What follows belongs to an exercise in optimizing a design on an open flow for small area, a short achievable clock period and few clock cycles; a production flow would make more cautious choices.
The RTL was checked by simulation tests, not by an equivalence proof against the original design.

==> inputs of build 63 <==
Design bezier_curve_point_evaluator_core, start of the top module:
module bezier_curve_point_evaluator_core (
  input  logic         clk,
  input  logic         rst_n,
  input  logic         in_tvalid,
  output logic         in_tready,
  input  logic [119:0] in_tdata,    
  input  logic [1:0]   in_tuser,    
  output logic         out_tvalid,
  input  logic         out_tready,
  output logic [95:0]  out_tdata,   
  output logic [1:0]   out_tuser    
);
  localparam int IW     = bcpe_pkg::IDX_W;
  localparam int CW     = bcpe_pkg::CNT_W;
  localparam int TW     = bcpe_pkg::T_W;
  localparam int LW     = bcpe_pkg::LVL_W;
  localparam int N_STG  = 5;                  
  localparam int DQ_N   = 4;                  
  localparam int DQ_W   = $clog2(DQ_N);
  localparam int TQ_N   = 32;                 
  localparam int TQ_W   = $clog2(TQ_N);
  localparam logic [DQ_W:0] DQ_FULL = DQ_N;
  localparam logic [TQ_W:0] TQ_FULL = TQ_N;
  logic                 in_tready_r;
  logic                 r0_v_r;
  logic [1:0]           r0_op_r;
  logic [TW-1:0]        r0_t_r;
  logic [95:0]          r0_pt_r;
  logic                 accept, issue;
  logic [CW-1:0]        cnt_r, cnt_nxt;
  logic [CW-1:0]        rd_rem_r, rd_rem_nxt;
  logic [IW-1:0]        rd_idx_r;
  logic [IW-1:0]        rd_nidx_r;             
  logic [95:0]          rd_q_r;                
  logic [LW-1:0]        rd_n1_r;
  logic [TW-1:0]        rd_t_r;                
  logic [DQ_W:0]        ev_cnt_r, ev_cnt_nxt;
  logic [CW-1:0]        exp_r, exp_nxt;       
  logic                 fb_v_r, fb_first_r;   
  logic [LW-1:0]        fb_rem_r;
  logic [TW-1:0]        fb_t_r;
  logic [95:0]          fb_data_r;
  logic [TQ_W:0]        tq_cnt_r, tq_cnt_nxt;
  logic [TQ_W-1:0]      tq_wp_r, tq_rp_r;
  logic [2:0]           tq_mem [TQ_N];
  logic [DQ_W:0]        dq_cnt_r;
  logic [DQ_W-1:0]      dq_wp_r, dq_rp_r;
  logic [95:0]          dq_mem [DQ_N];
  logic [95:0]          pts_mem [bcpe_pkg::MAX_POINTS];
  logic                 out_valid_r;
  logic [95:0]          out_data_r;
  logic [1:0]           out_stat_r;
  function automatic logic can_issue(input logic [1:0] op, input logic [CW-1:0] cnt,
                                     input logic [CW-1:0] rd_rem, input logic [DQ_W:0] ev_cnt,
                                     input logic [TQ_W:0] tq_cnt, input logic [CW-1:0] expc,
                                     input logic feed);
  ...
==> flow/config.mk <==
export PLATFORM = sky130hd
export DESIGN_NAME = bezier_curve_point_evaluator_core
export DESIGN_NICKNAME = bezier_curve_point_evaluator_core
export VERILOG_FILES = /design/flow/design.v
export SDC_FILE = /design/flow/constraint.sdc
export NUM_CORES = 4
export LEC_CHECK = 0
export CAP_MARGIN = 20
export CORE_MARGIN = 2
export CORE_UTILIZATION = 30
export PLACE_DENSITY = 0.45
export SETUP_SLACK_MARGIN = 5
export SLEW_MARGIN = 20
==> flow/constraint.sdc <==
create_clock -name core_clock -period 10.5 [get_ports {clk}]
set_input_delay 2.1000 -clock core_clock [delete_from_list [all_inputs] [get_ports {clk}]]
set_output_delay 2.1000 -clock core_clock [all_outputs]
set_load 0.01 [all_outputs]
run.sh (not shown) runs the stock make flow with config.mk's settings and CLKGATE_MAP_FILE= SYNTH_SCRIPT=/design/flow/synth_recipe.tcl, a recipe that flattens the netlist after the stock synthesis.
==> inputs of trial 79, as changes to build 63 <==
--- a/flow/config.mk
+++ b/flow/config.mk
@@ -8,6 +8,5 @@
 export CAP_MARGIN = 20
 export CORE_MARGIN = 2
-export CORE_UTILIZATION = 30
-export PLACE_DENSITY = 0.45
+export CORE_UTILIZATION = 40
 export SETUP_SLACK_MARGIN = 5
 export SLEW_MARGIN = 20
==> comparison <==
- Trial 79 produced a clean layout. Build 63 ran to the end with no violations.
- In sequential cell count, build 63 and trial 79 do not differ.
- Of build 63 and trial 79, trial 79 has the higher clock skew (gap 0.026 ns).
- In trial 79 the via count is larger than in build 63, by about 2.1%.
- Against build 63, the sequential share of layout area of trial 79 is higher by 0.48 points.
Testbench counts of build 63, summed over its fixed seeds: cycles 20,300.
Testbench counts of trial 79, summed over its fixed seeds: cycles 20,300.

re-timing with driven ports:
In the flow no input, the clock included, has a driving cell. The finished layouts below were timed again as built, in two steps. Step 1: set_driving_cell puts a clkbuf_16 on clk and a buf_2 on each other input, an assumption about the parent block. Step 2, shift: input delay + t, output delay - t, t = (earliest + latest rising clock arrival at the registers) / 2. This alone moves slack from input paths to output paths. Three values: no drivers, after step 1, after step 2; two values: the first two.
run | shift t [ns] | setup slack, ns | worst setup path at the end | clock arrival spread, ns | worst register clock-pin slew, ns
build 63 | 1.269 | 4.932 / 4.932 / 4.932 | register to register | 0.121 / 0.120 | 0.08 / 0.08
trial 79 | 1.239 | 4.835 / 4.835 / 4.835 | register to register | 0.154 / 0.154 | 0.07 / 0.07
After both steps every run listed still meets setup and hold.
